From an optimization exercise on the open Yosys and OpenROAD flow, aimed at small area; shortcuts taken in it are not production practice.
Function was checked by simulation only, so behaviour that the tests miss may differ from the original.
Power figures rest on the tool's default switching activity, not on a simulated workload.

==> flow/design.v (outline; a module is shown in full before it is edited, if it fits) <==
// module exec_controller: 1395 lines
module exec_controller #(
    parameter int OPCODE_WIDTH = 15,
    parameter int PC_WIDTH     = 9,
    parameter int STACK_WIDTH  = 255,
    parameter int STACK_DEPTH  = 127
) (
    input  logic                   clk,
    input  logic                   rst,
    input  logic                   run,
    input  logic [OPCODE_WIDTH:0]  rom_data,
    input  logic [STACK_WIDTH:0]   top0,
    input  logic [STACK_WIDTH:0]   top1,
    output logic                   pc_load_sig,
    output logic                   pc_inc_sig,
    output logic [PC_WIDTH:0]      pc_load_val,
    output logic                   stack_push_sig,
    output logic [STACK_WIDTH:0]   stack_push_data,
    output logic [2:0]             stack_pop_sig,
    output logic [7:0]             depth,
    output logic                   halted,
    output logic                   fault
);
  // ...
==> flow/run.sh <==
#!/bin/bash
# synth_recipe.tcl (not shown) runs the flow's synth.tcl, then flattens the netlist and writes it again
# the make line also repeats each setting of config.mk as NAME=value (left out here)
make -C /OpenROAD-flow-scripts/flow DESIGN_CONFIG=/design/flow/config.mk WORK_HOME=/design/flow/orfs CLKGATE_MAP_FILE= SYNTH_SCRIPT=/design/flow/synth_recipe.tcl finish
==> flow/config.mk <==
export PLATFORM = sky130hd
export DESIGN_NAME = exec_controller
export DESIGN_NICKNAME = exec_controller
export VERILOG_FILES = /design/flow/design.v
export SDC_FILE = /design/flow/constraint.sdc
export NUM_CORES = 4
export LEC_CHECK = 0
export CAP_MARGIN = 20
export CORE_MARGIN = 2
export CORE_UTILIZATION = 50
export SLEW_MARGIN = 20
==> flow/constraint.sdc <==
create_clock -name core_clock -period 14.0 [get_ports {clk}]
set_input_delay 2.8000 -clock core_clock [delete_from_list [all_inputs] [get_ports {clk}]]
set_output_delay 2.8000 -clock core_clock [all_outputs]
set_load 0.01 [all_outputs]
==> impl_metrics.json, run 1 <==
{
  "synth_largest_type_area_fraction_pct": 31.08,
  "synthAdderAreaFrac_pct": 52.83,
  "cell_type_contributing_the_most_total_cell_area_after_synthesis": "sky130_fd_sc_hd__fa_1",
  "yosys_register_bits": 11,
  "outcome": "stopped before the end",
  "syn_avg_cell_area_um2": 8.325,
  "yosys_most_used_dff": "sky130_fd_sc_hd__dfrtp_1",
  "synth-async-reset-ratio_pct": 100.0,
  "die_height_um": 174.3,
  "synth.cells.most_frequent": "sky130_fd_sc_hd__nand2_1, sky130_fd_sc_hd__ha_1, sky130_fd_sc_hd__o21ai_0",
  "std_cell_rows": 62,
  "synth.net_count": 2749,
  "post_synth_num_cell_types": 61,
  "synth.yosys.seq_area_share_pct": 1.899,
  "synth_top_family_by_area": "adder cells",
  "error_message": "[ERROR PPL-0024] Number of IO pins (813) exceeds maximum number of available positions (624). Increase the die perimeter from 697.04um to 1105.68um.",
  "most_common_cell_in_the_synthesized_netlist": "sky130_fd_sc_hd__nand2_1",
  "synth-edff-count": 0,
  "floorplan.initialDensity_pct": 50.63,
  "synth_simple_gate_area_share_pct": 24.71,
  "synth_compound_area_share_pct": 13.23,
  "die_width_um": 174.3,
  "synth.area.mux_share_pct": 0.1381,
  "lastStage": "3_2_place_iop",
  "synth.yosys.warnings": 1,
  "syn-instance-count": 1741,
  "post_synth_xor_area_fraction_pct": 2.357,
  "synthTopCellsByArea": "sky130_fd_sc_hd__fa_1, sky130_fd_sc_hd__ha_1, sky130_fd_sc_hd__and2_1, sky130_fd_sc_hd__o21ai_0, sky130_fd_sc_hd__nand2_1",
  "mappedNetlistArea_um2": 14490
}
==> inputs of run 2 (changes only) <==
--- a/flow/config.mk
+++ b/flow/config.mk
@@ -7,5 +7,6 @@
 export LEC_CHECK = 0
 export CAP_MARGIN = 20
 export CORE_MARGIN = 2
-export CORE_UTILIZATION = 50
+export CORE_UTILIZATION = 25
+export SETUP_SLACK_MARGIN = 0.3
 export SLEW_MARGIN = 20
==> impl_metrics.json, run 2 <==
{
  "dpl.hpwl_um": 74690,
  "fillers": 5814,
  "synth.yosys.seq_area_share_pct": 1.899,
  "clock_tree.root_cell": "sky130_fd_sc_hd__clkbuf_16",
  "synth.yosys.warnings": 1,
  "synth-async-reset-ratio_pct": 100.0,
  "wirelength_um": 85400,
  "globalplace.congestion": 1.017,
  "dp_cells": 3309,
  "cts_hold_buf": 0,
  "total_switching_power_uw": 615.4,
  "sequentialPowerShare_pct": 6.2,
  "combinational_share_of_power_pct": 89.5,
  "finalSetupViolCount": 0,
  "post_drt_via_cell_ratio": 4.857,
  "antenna_found_initial": 30,
  "final_layout_size_suffix_gt1_share_pct": 8.738,
  "design.die.area_um2": 59920,
  "cts_buffer_depth": 2,
  "outcome": "timing/DRC/antenna clean",
  "criticalPathCategory": "in2out",
  "timing.final.max_slew_violations": 0,
  "numPortBuffers": 811,
  "timing.critical_path.slowest_stage_cell": "sky130_fd_sc_hd__clkdlybuf4s50_1",
  "worst_hold_path_type": "reg2reg",
  "tritoncts": "yes",
  "crit_required_ps": 11200,
  "syn-instance-count": 1741,
  "synthTopCellsByArea": "sky130_fd_sc_hd__fa_1, sky130_fd_sc_hd__ha_1, sky130_fd_sc_hd__and2_1, sky130_fd_sc_hd__o21ai_0, sky130_fd_sc_hd__nand2_1",
  "worstSetupEndpointType": "primary output",
  "synth-edff-count": 0,
  "layout_common_cells": "sky130_fd_sc_hd__clkdlybuf4s50_1, sky130_fd_sc_hd__nand2_1, sky130_fd_sc_hd__ha_1",
  "area_growth_pct": 70.52,
  "synth_largest_type_area_fraction_pct": 31.08,
  "layout_commonest_cell": "sky130_fd_sc_hd__clkdlybuf4s50_1",
  "std_cell_rows": 88,
  "synth.cells.most_frequent": "sky130_fd_sc_hd__nand2_1, sky130_fd_sc_hd__ha_1, sky130_fd_sc_hd__o21ai_0",
  "top_register": "depth_q",
  "delay_of_the_slowest_cell_on_the_worst_path_ps": 610,
  "final_hold_violation_count": 0,
  "synth.net_count": 2749,
  "yosys_most_used_dff": "sky130_fd_sc_hd__dfrtp_1",
  "total_global_routing_track_utilization_pct": 27.05,
  "power_mw": 1.271,
  "num_ports": 813,
  "critical-path-top-cell-by-count": "sky130_fd_sc_hd__ha_1",
  "tightest_slew_ps": 1098,
  "clkLatencyLatePin_ps": 240,
  "relSlewSlack_pct": 26.82,
  "h-tree-depth": 1,
  "largest_register_ff_count": 8,
  "timing.final.crit_period_ps": 13360,
  "timing.clock.skew_ps": 0.9331,
  "mappedNetlistArea_um2": 14490,
  "cell_type_contributing_the_most_total_cell_area_after_synthesis": "sky130_fd_sc_hd__fa_1",
  "wl_per_cell_um": 25.45,
  "worstSetupStartpointType": "input port",
  "die_width_um": 244.8,
  "first_global_vias": 17040,
  "reg.largest.list": "depth_q: 8 flops, state_q: 3 flops",
  "die_height_um": 244.8,
  "post_synth_num_cell_types": 61,
  "grt_setup_unrepaired": "no",
  "clock-sinks": 11,
  "syn_avg_cell_area_um2": 8.325,
  "ant_nets": 0,
  "power_density_nw_per_um2": 51.44,
  "grt_pass1_wl_um": 117800,
  "achievable-frequency_ghz": 0.07483,
  "global_route.overflow_total": 0,
  "final.period_utilization_pct": 95.45,
  "cts_made_buffers": 3,
  "final-instance-count-excl-fill": 3355,
  "dr.first_iter.drc_count": 704,
  "critical_path_peak_fanout": 4,
  "leakagePower_nw": 10.78,
  "intPower_uw": 655.9,
  "floorplan.core_area_um2": 57480,
  "floorplan.initialDensity_pct": 25.22,
  "drcViolationCount": 0,
  "grt_max_degree": 114,
  "cap_viol_max_count": 0,
  "timing.critical_path.arrival_ps": 10560,
  "clkTransAtPathRegs_ps": 40,
  "power.switching_fraction_pct": 48.41,
  "first_pass_iters": 5,
  "most_common_cell_in_the_synthesized_netlist": "sky130_fd_sc_hd__nand2_1",
  "vias": 16290,
  "clock_network_fraction_of_total_power_pct": 4.3,
  "worst_voltage_drop_across_the_vdd_grid_mv": 0.05382,
  "final_net_count": 3584,
  "yosys_register_bits": 11
}
## run 2: routing by layer
| layer | GRT usage [%] | vias to the layer above | share of wire, % |
|---|---|---|---|
| li1 | - | 7618 | - |
| met1 | 31.63 | 7828 | 39 |
| met3 | 7.249 | 136 | 7.6 |
| met5 | 0 | - | 0.20 |
| met4 | 8.985 | 24 | 3.5 |
| met2 | 47.69 | 688 | 50 |
## run 2: layout make-up
cell class / instances / area (µm²) / share of cell area (%)
antenna: 15 / 37.54 / 0.1519
timing repair buffer: 922 / 9158 / 37.05
multi-input combinational: 1559 / 13910 / 56.29
sequential: 11 / 275.3 / 1.114
tap: 765 / 957.2 / 3.873
inverter: 79 / 296.5 / 1.200
clock buffer: 4 / 78.83 / 0.3189
## run 2: critical path, delay by kind of cell
| family | cells | cell delay (ps) |
|---|---|---|
| fa+ha+maj | 15 | 4570 |
| simple gates | 5 | 480 |
| xor+xnor | 1 | 140 |
| compound gates | 6 | 1080 |
| buf+inv | 6 | 1440 |
## run 2: final timing paths
check | end | slack (ps) | depth (start not counted) | startpoint
worst max-delay path | stack_push_data[135] | 640 | 33 | rom_data[14]
worst min-delay path | state_q[2] | 460 | 1 | state_q[0]
worst max register to register | depth_q[6] | 10870 | 8 | depth_q[2]
worst min register to register | state_q[2] | 460 | 1 | state_q[0]
max in group asynchronous | depth_q[0] | 10690 | 2 | rst
min in group asynchronous | state_q[0] | 2970 | 2 | rst
## run 2: metrics by stage
| step | instance area (µm²) | utilization (%) | TNS [ps] | hold WS, ps | setup slack (ps) |
|---|---|---|---|---|---|
| finish | 24720 | 43.00 | 0 | 456.0 | 637.0 |
| global route | 24710 | 43.00 | 0 | 489.2 | 345.5 |
| CTS | 24160 | 42.04 | 0 | 455.0 | 199.8 |
| detailed placement | 23950 | 41.66 | -1235 | 449.0 | -172.9 |
| global placement | 23950 | 41.66 | -330.0 | 441.2 | -100.5 |
| floorplan | 14490 | - | 0 | 420.5 | 1434 |
## run 2: power by group through the flow
stage	Combinational [mW]	Sequential, mW	Clock (mW)
global placement	1.09	0.0773	0
global route	1.25	0.0822	0.0563
floorplan	0.520	0.0725	0
CTS	1.11	0.0781	0.0548
detailed placement	1.09	0.0782	0
finish	1.14	0.0789	0.0541
## run 2: timing repair
item | in CTS | in global routing
setup buffers | 4 | 20
hold endpoints to repair | 0 | 0
pin swaps | 9 | 41
endpoints found under the setup margin | 51 | 72
resized for setup | 33 | 114
gates cloned | 1 | 1
## run 2: logic make-up (layout without fill, tap and decap cells)
family	count (synthesis)	count (layout)	share of synthesized area (%)
and+or+nand+nor	699	699	24.71
adders and majority gates	477	477	52.83
AOI/OAI and AO/OA	341	341	13.23
buffers and inverters	171	1005	4.808
xor gates and xnor gates	39	39	2.357
DFF	11	11	1.899
muxes	2	2	0.1381
other	1	16	0.02587
==> inputs of run 3 (changes only) <==
==> flow/flow/run.sh (new file) <==
#!/bin/bash
# Standard ORFS layout, with two changes: the port buffers are the smallest plain buffer
# (buf_1) instead of the delay cell buffer_ports picks by default, and after global routing
# non-critical gates are sized down (power/area recovery).
set -euo pipefail
bash standard.sh \
  BUFFER_PORTS_ARGS="-buffer_cell sky130_fd_sc_hd__buf_1" \
  RECOVER_POWER=100 \
  finish > standard.log 2>&1
==> flow/standard.sh (new file) <==
#!/bin/bash
# synth_recipe.tcl (not shown) runs the flow's synth.tcl, then flattens the netlist and writes it again
# the make line also repeats each setting of config.mk as NAME=value (left out here)
make -C /OpenROAD-flow-scripts/flow DESIGN_CONFIG=/design/flow/config.mk WORK_HOME=/design/flow/orfs CLKGATE_MAP_FILE= SYNTH_SCRIPT=/design/flow/synth_recipe.tcl "${@:-finish}"
removed: flow/run.sh
==> impl_metrics.json, run 3 <==
{
  "floorplan.core_area_um2": 57480,
  "ant_nets": 0,
  "synth.net_count": 2749,
  "relSlewSlack_pct": 30.49,
  "cap_viol_max_count": 0,
  "worstSetupEndpointType": "primary output",
  "dpl.hpwl_um": 63860,
  "layout.area.seq_um2": 275.3,
  "grt_setup_unrepaired": "yes",
  "yosys_register_bits": 11,
  "wl_per_cell_um": 21.61,
  "clkLatencyLatePin_ps": 240,
  "leakagePower_nw": 7.969,
  "cts_made_buffers": 3,
  "synth-edff-count": 0,
  "worst_hold_path_type": "reg2reg",
  "top_register": "depth_q",
  "worstSetupStartpointType": "input port",
  "mappedNetlistArea_um2": 14490,
  "finalSetupTns_ps": 0,
  "tritoncts": "yes",
  "critical-path-top-cell-by-count": "sky130_fd_sc_hd__fa_1",
  "final_layout_size_suffix_gt1_share_pct": 3.093,
  "tightest_slew_ps": 1039,
  "cp_top_family": "adder cells",
  "post_drt_via_cell_ratio": 4.810,
  "numPortBuffers": 811,
  "layout_common_cells": "sky130_fd_sc_hd__buf_1, sky130_fd_sc_hd__nand2_1, sky130_fd_sc_hd__ha_1",
  "first_pass_iters": 5,
  "grt_max_degree": 125,
  "synth.yosys.seq_area_share_pct": 1.899,
  "total_global_routing_track_utilization_pct": 22.61,
  "clkTransAtPathRegs_ps": 40,
  "final.period_utilization_pct": 96.59,
  "syn-instance-count": 1741,
  "cts_buffer_depth": 2,
  "synth.yosys.warnings": 1,
  "area_used_by_multi_input_combinational_logic_um2": 13610,
  "timing.clock.skew_ps": 3.763,
  "clock-sinks": 11,
  "final_hold_violation_count": 0,
  "syn_avg_cell_area_um2": 8.325,
  "die_width_um": 244.8,
  "timing.critical_path.slowest_stage_cell": "sky130_fd_sc_hd__fa_1",
  "outcome": "timing/DRC/antenna clean",
  "cp.buffers_inverters": 7,
  "std_cell_rows": 88,
  "delay_of_the_slowest_cell_on_the_worst_path_ps": 470,
  "drcViolationCount": 0,
  "post_synth_num_cell_types": 61,
  "synth_largest_type_area_fraction_pct": 31.08,
  "layout_commonest_cell": "sky130_fd_sc_hd__buf_1",
  "antenna_found_initial": 14,
  "clock_tree.root_cell": "sky130_fd_sc_hd__clkbuf_16",
  "globalplace.congestion": 0.9612,
  "achievable-frequency_ghz": 0.07395,
  "yosys_most_used_dff": "sky130_fd_sc_hd__dfrtp_1",
  "grt_pass1_wl_um": 100900,
  "dr.first_iter.drc_count": 920,
  "first_global_vias": 15640,
  "post_dp_cell_area_um2": 18540,
  "timing.final.crit_period_ps": 13520,
  "global_route.overflow_total": 0,
  "synth-async-reset-ratio_pct": 100.0,
  "power_density_nw_per_um2": 54.25,
  "design.die.area_um2": 59920,
  "most_common_cell_in_the_synthesized_netlist": "sky130_fd_sc_hd__nand2_1",
  "worst_voltage_drop_across_the_vdd_grid_mv": 0.08589,
  "num_ports": 813,
  "wirelength_um": 71090,
  "reg.largest.list": "depth_q: 8 flops, state_q: 3 flops",
  "largest_register_ff_count": 8,
  "crit_required_ps": 11200,
  "area_growth_pct": 29.47,
  "fillers": 6276,
  "timing.critical_path.arrival_ps": 10720,
  "cts_hold_buf": 0,
  "synth.cells.most_frequent": "sky130_fd_sc_hd__nand2_1, sky130_fd_sc_hd__ha_1, sky130_fd_sc_hd__o21ai_0",
  "floorplan.initialDensity_pct": 25.22,
  "timing.final.max_slew_violations": 0,
  "criticalPathCategory": "in2out",
  "synthTopCellsByArea": "sky130_fd_sc_hd__fa_1, sky130_fd_sc_hd__ha_1, sky130_fd_sc_hd__and2_1, sky130_fd_sc_hd__o21ai_0, sky130_fd_sc_hd__nand2_1",
  "final_net_count": 3531,
  "cell_type_contributing_the_most_total_cell_area_after_synthesis": "sky130_fd_sc_hd__fa_1",
  "die_height_um": 244.8,
  "h-tree-depth": 1,
  "vias": 15830,
  "critical_path_peak_fanout": 10,
  "finalSetupViolCount": 0,
  "design_area_um2": 18770
}
-- run 3: cell count changes in the layout (fill, tap and decap cells not counted), sizes merged --
cell,delta
diode,-12
buf,+751
dlygate4sd2,-9
clkbuf,+4
bufbuf,-1
clkdlybuf4s50,-782
nand2,+1
dlymetal6s2s,-17
-- run 3: metal layers --
metal	track usage [%]	vias up	part of all wire [%]	wire [µm]
met5	0	-	0.14	103
met4	3.981	16	2.0	1416
met3	4.691	85	8.0	5708
met2	39.43	717	49	34860
met1	28.95	7512	41	29000
li1	-	7495	-	-
-- run 3: final timing paths --
path                                    from                    to  slack, ps  cells past startpoint
worst min-delay path              state_q[0]            state_q[2]        450                      1
worst max register to register    depth_q[2]            depth_q[6]      10830                      8
min in group asynchronous                rst            depth_q[5]       2540                      2
worst max-delay path            rom_data[14]  stack_push_data[198]        480                     32
worst min register to register    state_q[0]            state_q[2]        450                      1
max in group asynchronous                rst            state_q[1]      11140                      2
-- run 3: cell type report --
class                   count  area share, %
diodes                      3        0.04001
clock buffers               4         0.4201
inverters                  79          1.580
multi-input cells        1560          72.50
flip-flops and latches     11          1.467
well taps                 765          5.101
repair buffers            868          18.89
-- run 3: cells by family after synthesis --
family / synth area share [%]
other: 0.02587
AND/OR/NAND/NOR: 24.71
AO/OA/AOI/OAI: 13.23
flip-flops: 1.899
XOR/XNOR: 2.357
buffers and inverters: 4.808
multiplexers: 0.1381
adder cells (fa/ha/maj): 52.83
-- run 3: repair_timing --
item	4_1_cts	5_1_grt
resized for setup	0	16
buffers inserted	0	9
setup endpoints to repair	0	35
-- run 3: stage by stage --
step | utilization (%) | instances | hold slack, ps | total power [mW] | worst slack [ps]
floorplan | - | 1741 | 420.5 | 0.5929 | 1434
global placement | 32.26 | 3272 | 446.4 | 0.9553 | 398.5
detailed placement | 32.26 | 3272 | 451.4 | 0.9522 | 346.3
CTS | 32.40 | 3276 | 456.5 | 1.014 | 349.3
global route | 32.65 | 3289 | 496.8 | 1.133 | 155.0
finish | 32.65 | 3290 | 452.9 | 1.018 | 478.1
-- run 3: power by group --
group	switching (mW)	internal, mW	leakage (nW)	total (mW)
clock	0.0138	0.0382	0.0382	0.0520
sequential	0.0321	0.0477	0.135	0.0798
combinational	0.526	0.360	7.80	0.886
-- run 3: worst reg2reg max path, delay by kind of cell, from the launching register on --
kind	cells	cell delay, ps
flops	1	500
xor+xnor	1	160
compound gates	3	1350
simple gates	4	1090
==> inputs of run 4 (changes only) <==
--- a/flow/config.mk
+++ b/flow/config.mk
@@ -5,8 +5,9 @@
 export SDC_FILE = /design/flow/constraint.sdc
 export NUM_CORES = 4
 export LEC_CHECK = 0
-export CAP_MARGIN = 20
+export CAP_MARGIN = 0
 export CORE_MARGIN = 2
 export CORE_UTILIZATION = 25
-export SETUP_SLACK_MARGIN = 0.3
-export SLEW_MARGIN = 20
+export CTS_BUF_LIST = sky130_fd_sc_hd__clkbuf_2 sky130_fd_sc_hd__clkbuf_4
+export SETUP_SLACK_MARGIN = 0
+export SLEW_MARGIN = 0
==> impl_metrics.json, run 4 <==
{
  "crit_required_ps": 11200,
  "cts_made_buffers": 3,
  "floorplan.core_area_um2": 57480,
  "timing.final.ws_setup_ps": 500.6,
  "final.period_utilization_pct": 96.42,
  "power_density_nw_per_um2": 52.77,
  "relSlewSlack_pct": 21.70,
  "worstSetupStartpointType": "input port",
  "synth-edff-count": 0,
  "post_dp_cell_area_um2": 18540,
  "synth.yosys.warnings": 1,
  "power_uw": 980.0,
  "most_common_cell_in_the_synthesized_netlist": "sky130_fd_sc_hd__nand2_1",
  "tightest_slew_ps": 1174,
  "cell_type_contributing_the_most_total_cell_area_after_synthesis": "sky130_fd_sc_hd__fa_1",
  "cp_top_family": "adder cells",
  "synth_largest_type_area_fraction_pct": 31.08,
  "design.die.area_um2": 59920,
  "layout_common_cells": "sky130_fd_sc_hd__buf_1, sky130_fd_sc_hd__nand2_1, sky130_fd_sc_hd__ha_1",
  "num_ports": 813,
  "reg.largest.list": "depth_q: 8 flops, state_q: 3 flops",
  "synth.yosys.seq_area_share_pct": 1.899,
  "cp.buffers_inverters": 6,
  "timing.critical_path.arrival_ps": 10700,
  "first_pass_iters": 6,
  "top_register": "depth_q",
  "final_layout_size_suffix_gt1_share_pct": 2.429,
  "criticalPathCategory": "in2out",
  "synth-async-reset-ratio_pct": 100.0,
  "final_hold_violation_count": 0,
  "post_drt_via_cell_ratio": 4.809,
  "die_width_um": 244.8,
  "clock_tree.root_cell": "sky130_fd_sc_hd__clkbuf_4",
  "synthTopCellsByArea": "sky130_fd_sc_hd__fa_1, sky130_fd_sc_hd__ha_1, sky130_fd_sc_hd__and2_1, sky130_fd_sc_hd__o21ai_0, sky130_fd_sc_hd__nand2_1",
  "cap_viol_max_count": 0,
  "timing.clock.skew_ps": 11.79,
  "design_area_um2": 18570,
  "yosys_most_used_dff": "sky130_fd_sc_hd__dfrtp_1",
  "antenna_found_initial": 14,
  "yosys_register_bits": 11,
  "delay_of_the_slowest_cell_on_the_worst_path_ps": 460,
  "worstSetupEndpointType": "primary output",
  "clock-sinks": 11,
  "worst_hold_path_type": "reg2reg",
  "total_global_routing_track_utilization_pct": 22.60,
  "cts_setup_buffers": 0,
  "clkTransAtPathRegs_ps": 70,
  "dp_slack_ps": 346.3,
  "post_synth_num_cell_types": 61,
  "layout_commonest_cell": "sky130_fd_sc_hd__buf_1",
  "mappedNetlistArea_um2": 14490,
  "dr.first_iter.drc_count": 914,
  "synth.net_count": 2749,
  "wl_per_cell_um": 21.57,
  "vias": 15770,
  "global_route.overflow_total": 0,
  "critical_path_peak_fanout": 9,
  "floorplan.initialDensity_pct": 25.22,
  "ant_nets": 0,
  "clkLatencyLatePin_ps": 270,
  "area_growth_pct": 28.12,
  "achievable-frequency_ghz": 0.07408,
  "syn-instance-count": 1741,
  "worst_voltage_drop_across_the_vdd_grid_mv": 0.08436,
  "largest_register_ff_count": 8,
  "die_height_um": 244.8,
  "critical-path-top-cell-by-count": "sky130_fd_sc_hd__fa_1",
  "first_global_vias": 15630,
  "outcome": "timing/DRC/antenna clean",
  "cts_buffer_depth": 2,
  "grt_setup_unrepaired": "no",
  "tritoncts": "yes",
  "fillers": 6287,
  "globalplace.congestion": 0.9612,
  "timing.critical_path.slowest_stage_cell": "sky130_fd_sc_hd__fa_1",
  "grt_max_degree": 125,
  "h-tree-depth": 1,
  "numPortBuffers": 811,
  "timing.final.max_slew_violations": 0,
  "dpl.hpwl_um": 63860,
  "syn_avg_cell_area_um2": 8.325,
  "timing.final.crit_period_ps": 13500,
  "grt_pass1_wl_um": 100800,
  "finalSetupViolCount": 0,
  "finalSetupTns_ps": 0,
  "leakagePower_nw": 7.864,
  "wirelength_um": 70750,
  "std_cell_rows": 88,
  "synth.cells.most_frequent": "sky130_fd_sc_hd__nand2_1, sky130_fd_sc_hd__ha_1, sky130_fd_sc_hd__o21ai_0",
  "final_net_count": 3520,
  "drcViolationCount": 0
}
run 4: cell counts after synthesis:
Identical to the previous run, type by type.
run 4: final cells by class:
| cell class | instances | area, µm² | area share (%) |
|---|---|---|---|
| Multi-Input combinational cell | 1559 | 13560 | 73.00 |
| Timing Repair Buffer | 858 | 3446 | 18.56 |
| Tap cell | 765 | 957.2 | 5.154 |
| Inverter | 79 | 296.5 | 1.597 |
| Sequential cell | 11 | 275.3 | 1.482 |
| Clock buffer | 4 | 30.03 | 0.1617 |
| Antenna cell | 4 | 10.01 | 0.05390 |
run 4: worst register-to-register path, stage by stage, from the launching register on:
cell and delay (ps):
sky130_fd_sc_hd__dfrtp_1 510, sky130_fd_sc_hd__nor3_4 260, sky130_fd_sc_hd__or3b_1 400, sky130_fd_sc_hd__o31ai_1 400
sky130_fd_sc_hd__a2111o_1 820, sky130_fd_sc_hd__or2b_1 300, sky130_fd_sc_hd__nand4b_1 120, sky130_fd_sc_hd__a21oi_1 190
sky130_fd_sc_hd__xor2_1 160
run 4: per-stage QoR:
step / utilization, % / hold slack [ps] / std cells
global placement: 32.26 / 446.4 / 3272
CTS: 32.32 / 460.3 / 3276
floorplan: - / 420.5 / 1741
global route: 32.30 / 501.5 / 3278
detailed placement: 32.26 / 451.4 / 3272
finish: 32.31 / 456.8 / 3280
run 4: final timing paths:
kind / startpoint / end / cells past startpoint / slack, ps
min in group asynchronous: rst / depth_q[3] / 2 / 2490
max: rom_data[14] / stack_push_data[198] / 31 / 500
min: state_q[0] / state_q[2] / 1 / 460
max reg2reg: depth_q[2] / depth_q[6] / 8 / 10790
min reg2reg: state_q[0] / state_q[2] / 1 / 460
max in group asynchronous: rst / state_q[1] / 2 / 11190
run 4: layer usage:
| metal | vias to the layer above | global-route usage [%] | share of wire (%) |
|---|---|---|---|
| met5 | - | 0 | 0.15 |
| li1 | 7472 | - | - |
| met4 | 16 | 3.999 | 2.0 |
| met3 | 82 | 4.691 | 8.0 |
| met2 | 717 | 39.44 | 49 |
| met1 | 7487 | 28.90 | 41 |
run 4: power by group:
part,switching (mW),internal [mW]
clock network,0.0115,0.0130
logic,0.521,0.355
registers,0.0317,0.0475
run 4: cells by family after synthesis:
kind of cell | Yosys count | share of synthesized area (%)
AOI/OAI and AO/OA | 341 | 13.23
xor gates and xnor gates | 39 | 2.357
adders and majority gates | 477 | 52.83
buffers and inverters | 171 | 4.808
DFF | 11 | 1.899
muxes | 2 | 0.1381
other | 1 | 0.02587
and+or+nand+nor | 699 | 24.71
run 4: repair_timing:
action,in CTS,in global routing
resized for setup,0,4
setup endpoints to repair,0,5
hold buffers,0,0
endpoints found under the hold margin,0,0
==> inputs of run 5 (changes only) <==
--- a/flow/config.mk
+++ b/flow/config.mk
@@ -9,5 +9,6 @@
 export CORE_MARGIN = 2
 export CORE_UTILIZATION = 25
 export CTS_BUF_LIST = sky130_fd_sc_hd__clkbuf_2 sky130_fd_sc_hd__clkbuf_4
+export GPL_TIMING_DRIVEN = 1
 export SETUP_SLACK_MARGIN = 0
 export SLEW_MARGIN = 0
==> impl_metrics.json, run 5 <==
{
  "outcome": "timing/DRC/antenna clean",
  "crit_required_ps": 11200,
  "final_hold_violation_count": 0,
  "clkTransAtPathRegs_ps": 70,
  "delay_of_the_slowest_cell_on_the_worst_path_ps": 460,
  "finalSetupViolCount": 0,
  "criticalPathCategory": "in2out",
  "worst-r2r-cell-count": 8,
  "layout_commonest_cell": "sky130_fd_sc_hd__buf_1",
  "wl_per_cell_um": 21.57,
  "timing.final.ws_setup_ps": 500.6,
  "global_route.overflow_total": 0,
  "mappedNetlistArea_um2": 14490,
  "final_layout_size_suffix_gt1_share_pct": 2.429,
  "post_synth_num_cell_types": 61,
  "synthAdderAreaFrac_pct": 52.83,
  "dp_cells": 3272,
  "final_net_count": 3520,
  "synth_simple_gate_area_share_pct": 24.71,
  "dr.first_iter.drc_count": 914,
  "reg.largest.list": "depth_q: 8 flops, state_q: 3 flops",
  "reg2reg_setup_slack_ps": 10790,
  "synth-async-reset-ratio_pct": 100.0,
  "ant_nets": 0,
  "synth.cells.most_frequent": "sky130_fd_sc_hd__nand2_1, sky130_fd_sc_hd__ha_1, sky130_fd_sc_hd__o21ai_0",
  "synth.yosys.warnings": 1,
  "regToRegEndpoint": "depth_q[6]",
  "synth.area.mux_share_pct": 0.1381,
  "worstSetupStartpointType": "input port",
  "grt_max_degree": 125,
  "cell_type_contributing_the_most_total_cell_area_after_synthesis": "sky130_fd_sc_hd__fa_1",
  "die_width_um": 244.8,
  "synth.yosys.seq_area_share_pct": 1.899,
  "yosys_most_used_dff": "sky130_fd_sc_hd__dfrtp_1",
  "syn-instance-count": 1741,
  "power_density_nw_per_um2": 52.77,
  "numPortBuffers": 811,
  "critPathCapture": "stack_push_data[198]",
  "synth_largest_type_area_fraction_pct": 31.08,
  "setup.worst_path.start": "rom_data[14]",
  "cts_hold_buf": 0,
  "synth.net_count": 2749,
  "grt_pass1_wl_um": 100800,
  "fillers": 6287,
  "clock-sinks": 11,
  "clkLatencyLatePin_ps": 270,
  "h-tree-depth": 1,
  "globalplace.congestion": 0.9612,
  "grt_setup_unrepaired": "no",
  "cts_buffer_depth": 2,
  "tritoncts": "yes",
  "layout_common_cells": "sky130_fd_sc_hd__buf_1, sky130_fd_sc_hd__nand2_1, sky130_fd_sc_hd__ha_1",
  "cts_setup_buffers": 0,
  "wirelength_um": 70750,
  "final.period_utilization_pct": 96.42,
  "cts-resized-gates": 0,
  "dp_slack_ps": 346.3,
  "area_growth_pct": 28.12,
  "hp-start": "state_q[0]",
  "worst_voltage_drop_across_the_vdd_grid_mv": 0.08436,
  "syn_avg_cell_area_um2": 8.325,
  "timing.critical_path.slowest_stage_cell": "sky130_fd_sc_hd__fa_1",
  "largest_register_ff_count": 8,
  "leakagePower_nw": 7.864,
  "post_dp_cell_area_um2": 18540,
  "post_drt_via_cell_ratio": 4.809,
  "top_register": "depth_q",
  "total_global_routing_track_utilization_pct": 22.60,
  "synth-edff-count": 0,
  "critical-path-top-cell-by-count": "sky130_fd_sc_hd__fa_1",
  "timing.critical_path.arrival_ps": 10700,
  "worstSetupEndpointType": "primary output",
  "cts_made_buffers": 3,
  "synth_compound_area_share_pct": 13.23,
  "worst_r2r_startpoint": "depth_q[2]",
  "post_synth_xor_area_fraction_pct": 2.357,
  "dpl.hpwl_um": 63860,
  "die_height_um": 244.8,
  "timing.clock.skew_ps": 11.79,
  "drcViolationCount": 0,
  "design.die.area_um2": 59920,
  "first_pass_iters": 6,
  "synthTopCellsByArea": "sky130_fd_sc_hd__fa_1, sky130_fd_sc_hd__ha_1, sky130_fd_sc_hd__and2_1, sky130_fd_sc_hd__o21ai_0, sky130_fd_sc_hd__nand2_1",
  "antenna_found_initial": 14,
  "achievable-frequency_ghz": 0.07408,
  "relSlewSlack_pct": 21.70,
  "floorplan.initialDensity_pct": 25.22,
  "finalSetupTns_ps": 0,
  "num_ports": 813,
  "std_cell_rows": 88,
  "floorplan.core_area_um2": 57480,
  "timing.final.crit_period_ps": 13500,
  "timing.final.max_slew_violations": 0,
  "worst_hold_path_type": "reg2reg",
  "tightest_slew_ps": 1174,
  "most_common_cell_in_the_synthesized_netlist": "sky130_fd_sc_hd__nand2_1",
  "critical_path_peak_fanout": 9,
  "cap_viol_max_count": 0,
  "clock_tree.root_cell": "sky130_fd_sc_hd__clkbuf_4",
  "design_area_um2": 18570,
  "final-instance-count-excl-fill": 3280,
  "vias": 15770,
  "first_global_vias": 15630,
  "synth_top_family_by_area": "adder cells",
  "holdWs_ps": 456.8,
  "yosys_register_bits": 11
}
## run 5: cell counts in the layout (fill, tap and decap cells not counted)
Identical to the previous run, type by type.
## run 5: cells by family (layout without fill, tap and decap cells)
logic type               count (synthesis)  in the layout
XOR/XNOR                                39             39
AND/OR/NAND/NOR                        699            699
multiplexers                             2              2
adder cells (fa/ha/maj)                477            477
other                                    1              5
flip-flops                              11             11
AO/OA/AOI/OAI                          341            341
buffers and inverters                  171            941
## run 5: metal layers
metal  up-vias  wire [µm]  GRT usage, %
li1       7472          -             -
met1      7487      29080         28.90
met2       717      34480         39.44
met3        82       5652         4.691
met4        16       1433         3.999
met5         -        106             0
## run 5: critical path: cells and delay by family
kind,cells,cell delay [ps]
buffers and inverters,6,910
AND/OR/NAND/NOR,4,570
adder cells (fa/ha/maj),15,4780
AO/OA/AOI/OAI,6,1620
## run 5: through the flow
stage               power (mW)  util, %
floorplan               0.5929        -
global placement        0.9553    32.26
detailed placement      0.9522    32.26
CTS                     0.9854    32.32
global route             1.096    32.30
finish                  0.9800    32.31
## run 5: cell type report
type	instances	area (µm²)	share of cell area (%)
Sequential cell	11	275.3	1.482
Antenna cell	4	10.01	0.05390
Multi-Input combinational cell	1559	13560	73.00
Clock buffer	4	30.03	0.1617
Timing Repair Buffer	858	3446	18.56
Inverter	79	296.5	1.597
Tap cell	765	957.2	5.154
## run 5: power by group
group,internal [mW],switching [mW]
Clock,0.0130,0.0115
Combinational,0.355,0.521
Sequential,0.0475,0.0317
Total,0.415,0.565
## run 5: how the worst min path moves through the flow
stage	cells past startpoint	to	slack, ps
floorplan	1	state_q[2]	420
global placement	1	state_q[2]	450
detailed placement	1	state_q[2]	450
CTS	1	state_q[2]	460
global route	1	state_q[2]	500
finish	1	state_q[2]	460
==> inputs of run 6 (changes only) <==
==> flow/flow/run.sh (replaced) <==
#!/bin/bash
# Standard ORFS layout, with three changes: Yosys's synth runs without its early generic ABC
# pass (SYNTH_ARGS=-noabc; the full ABC mapping after adder extraction still runs), the port
# buffers are the smallest plain buffer (buf_1) instead of the delay cell buffer_ports picks by
# default, and after global routing non-critical gates are sized down (power/area recovery).
set -euo pipefail
bash standard.sh \
  SYNTH_ARGS=-noabc \
  BUFFER_PORTS_ARGS="-buffer_cell sky130_fd_sc_hd__buf_1" \
  RECOVER_POWER=100 \
  finish > standard.log 2>&1
--- a/flow/config.mk
+++ b/flow/config.mk
@@ -9,6 +9,5 @@
 export CORE_MARGIN = 2
 export CORE_UTILIZATION = 25
 export CTS_BUF_LIST = sky130_fd_sc_hd__clkbuf_2 sky130_fd_sc_hd__clkbuf_4
-export GPL_TIMING_DRIVEN = 1
 export SETUP_SLACK_MARGIN = 0
 export SLEW_MARGIN = 0
==> impl_metrics.json, run 6 <==
{
  "floorplan.initialDensity_pct": 25.24,
  "num_ports": 813,
  "yosys_register_bits": 11,
  "synth.yosys.seq_area_share_pct": 1.938,
  "final.period_utilization_pct": 96.70,
  "post_drt_via_cell_ratio": 4.875,
  "synth_top_family_by_area": "adder cells",
  "largest_register_ff_count": 8,
  "synth_largest_type_area_fraction_pct": 31.71,
  "first_global_vias": 15990,
  "synth_simple_gate_area_share_pct": 23.99,
  "cts_made_buffers": 3,
  "final_net_count": 3435,
  "clock_tree.root_cell": "sky130_fd_sc_hd__clkbuf_4",
  "criticalPathCategory": "in2out",
  "clkTransAtPathRegs_ps": 70,
  "top_register": "depth_q",
  "leakagePower_nw": 8.198,
  "layout_commonest_cell": "sky130_fd_sc_hd__buf_1",
  "synth-edff-count": 0,
  "wl_per_cell_um": 21.88,
  "tightest_slew_ps": 3131,
  "final_hold_violation_count": 0,
  "most_common_cell_in_the_synthesized_netlist": "sky130_fd_sc_hd__nand2_1",
  "worstSetupEndpointType": "primary output",
  "check_failures": "max-capacitance violations, max-slew violations",
  "ant_nets": 0,
  "tritoncts": "yes",
  "worst_voltage_drop_across_the_vdd_grid_mv": 0.03999,
  "timing.clock.skew_ps": 10.06,
  "cell_type_contributing_the_most_total_cell_area_after_synthesis": "sky130_fd_sc_hd__fa_1",
  "timing.critical_path.slowest_stage_cell": "sky130_fd_sc_hd__fa_1",
  "grt_setup_unrepaired": "no",
  "die_height_um": 242.4,
  "post_synth_num_cell_types": 51,
  "cp.buffers_inverters": 7,
  "timing.critical_path.arrival_ps": 10740,
  "h-tree-depth": 1,
  "worst_hold_path_type": "reg2reg",
  "timing.final.max_slew_violations": 76,
  "post_synth_xor_area_fraction_pct": 2.528,
  "clkLatencyLatePin_ps": 270,
  "achievable-frequency_ghz": 0.07386,
  "vias": 15580,
  "total_global_routing_track_utilization_pct": 22.87,
  "numPortBuffers": 811,
  "drcViolationCount": 0,
  "area_growth_pct": 27.30,
  "cp_top_family": "adder cells",
  "die_width_um": 242.4,
  "crit_required_ps": 11200,
  "synth-async-reset-ratio_pct": 100.0,
  "relSlewSlack_pct": -108.8,
  "delay_of_the_slowest_cell_on_the_worst_path_ps": 490,
  "cts_buffer_depth": 2,
  "finalSetupTns_ps": 0,
  "synth_compound_area_share_pct": 13.50,
  "finalSetupViolCount": 0,
  "std_cell_rows": 87,
  "yosys_most_used_dff": "sky130_fd_sc_hd__dfrtp_1",
  "power_density_nw_per_um2": 57.74,
  "synth.net_count": 2709,
  "dr.first_iter.drc_count": 799,
  "final_layout_size_suffix_gt1_share_pct": 1.648,
  "worstSetupStartpointType": "input port",
  "synth.cells.most_frequent": "sky130_fd_sc_hd__nand2_1, sky130_fd_sc_hd__o21ai_0, sky130_fd_sc_hd__ha_1",
  "first_pass_iters": 7,
  "timing.final.crit_period_ps": 13540,
  "grt_pass1_wl_um": 102300,
  "dpl.hpwl_um": 61260,
  "outcome": "failed layout checks",
  "cap_viol_max_count": 1,
  "design.die.area_um2": 58740,
  "holdWs_ps": 467.2,
  "critical-path-top-cell-by-count": "sky130_fd_sc_hd__ha_1",
  "globalplace.congestion": 1.019,
  "synth.area.mux_share_pct": 0,
  "syn_avg_cell_area_um2": 8.345,
  "synthTopCellsByArea": "sky130_fd_sc_hd__fa_1, sky130_fd_sc_hd__ha_1, sky130_fd_sc_hd__and3_1, sky130_fd_sc_hd__o21ai_0, sky130_fd_sc_hd__nand2_1",
  "critical_path_peak_fanout": 63,
  "global_route.overflow_total": 0,
  "clock-sinks": 11,
  "reg.largest.list": "depth_q: 8 flops, state_q: 3 flops",
  "synth.yosys.warnings": 1,
  "layout_common_cells": "sky130_fd_sc_hd__buf_1, sky130_fd_sc_hd__nand2_1, sky130_fd_sc_hd__o21ai_0",
  "synthAdderAreaFrac_pct": 53.82,
  "floorplan.core_area_um2": 56280,
  "wirelength_um": 69940,
  "antenna_found_initial": 19,
  "mappedNetlistArea_um2": 14200,
  "syn-instance-count": 1702,
  "grt_max_degree": 171
}
## run 6: changes by cell type in the layout (fill, tap and decap cells not counted), sizes merged, moves of 30 or more
cell / before / now
xnor2: 3 / 35
and2: 217 / 4
xor2: 36 / 6
and3: 2 / 215
inv: 79 / 24
## run 6: final cells by class
| type | instances | area, µm² |
|---|---|---|
| multi-input cells | 1548 | 13380 |
| fillers | 6214 | 38200 |
| clock buffers | 4 | 30.03 |
| inverters | 24 | 90.09 |
| flip-flops and latches | 11 | 275.3 |
| diodes | 13 | 32.53 |
| well taps | 756 | 945.9 |
| repair buffers | 840 | 3332 |
## run 6: path summary, 6_finish.rpt
path,start,to,slack (ps),cells after the start
max in group asynchronous,rst,depth_q[2],11190,2
min reg2reg,state_q[0],state_q[0],470,1
max,rom_data[12],stack_push_data[246],460,33
min in group asynchronous,rst,depth_q[3],2490,2
min,state_q[0],state_q[0],470,1
max reg2reg,depth_q[0],depth_q[2],7500,8
## run 6: metrics by stage
| stage | setup WS [ps] | cells | power (mW) | util (%) | area [µm²] |
|---|---|---|---|---|---|
| floorplan | 1412 | 1702 | 0.6320 | - | 14200 |
| CTS | 167.9 | 3183 | 1.043 | 32.10 | 18060 |
| global placement | 244.9 | 3179 | 1.014 | 32.04 | 18030 |
| global route | 79.22 | 3189 | 1.160 | 32.10 | 18060 |
| finish | 461.4 | 3196 | 1.044 | 32.13 | 18080 |
| detailed placement | 168.9 | 3179 | 1.011 | 32.04 | 18030 |
## run 6: logic make-up (layout without fill, tap and decap cells)
| kind of cell | Yosys count | count (layout) |
|---|---|---|
| xor+xnor | 41 | 41 |
| flops | 11 | 11 |
| compound gates | 344 | 344 |
| buf+inv | 143 | 868 |
| fa+ha+maj | 476 | 476 |
| other cells | 1 | 14 |
| simple gates | 686 | 686 |
## run 6: report_power, final
part / internal (mW) / total [mW] / switching [mW]
Combinational: 0.366 / 0.945 / 0.579
Clock: 0.0130 / 0.0240 / 0.0110
Sequential: 0.0469 / 0.0747 / 0.0279
## run 6: per-layer routing
metal,wire length (µm),GRT usage [%]
met5,96,0
met4,2024,6.463
met3,5444,5.639
met2,33120,38.20
met1,29250,29.20
## run 6: worst reg2reg max path: stages (launching register included)
cell,delay [ps]
sky130_fd_sc_hd__dfrtp_1,510
sky130_fd_sc_hd__inv_1,100
sky130_fd_sc_hd__ha_1,280
sky130_fd_sc_hd__a31oi_1,210
sky130_fd_sc_hd__o2111a_1,1180
sky130_fd_sc_hd__clkbuf_1,2280
sky130_fd_sc_hd__o21ai_0,1240
sky130_fd_sc_hd__a21oi_1,430
sky130_fd_sc_hd__xor2_1,180
## run 6: timing repair
| item | CTS | global route |
|---|---|---|
| endpoints found under the setup margin | 0 | 15 |
| gates resized for setup | 0 | 4 |
| hold buffers | 0 | 0 |
| buffers inserted | 0 | 0 |

-- afterwards: timing with drivers on the ports --
No port has a modelled driver above. Below, the same layouts with a new extraction and two added sets of constraints. Step 1, drivers: a clkbuf_16 drives clk and a buf_2 each remaining input, both assumed. Step 2 adds t to the input delays and takes it off the output delays; t is the mean of the earliest and latest rising clock arrival at the registers after step 1. Input paths then give back, and output paths get back, about the clock's delay inside the block. a / b / c = ideal / step 1 / step 2; a / b = the first two.
| run | shift t [ns] | setup slack, ns | cell pins on the clock port's net |
|---|---|---|---|
| run 2 | 0.289 | 0.637 / 0.603 / 0.603 | 1 |
| run 3 | 0.266 | 0.478 / 0.457 / 0.457 | 1 |
| run 4 | 0.294 | 0.501 / 0.479 / 0.479 | 1 |
| run 5 | 0.294 | 0.501 / 0.479 / 0.479 | 1 |
| run 6 | 0.295 | 0.461 / 0.415 / 0.415 | 1 |
The setup slack of run 6, which loses most, moves by -0.046 ns with the drivers and by -0.046 ns with both steps.
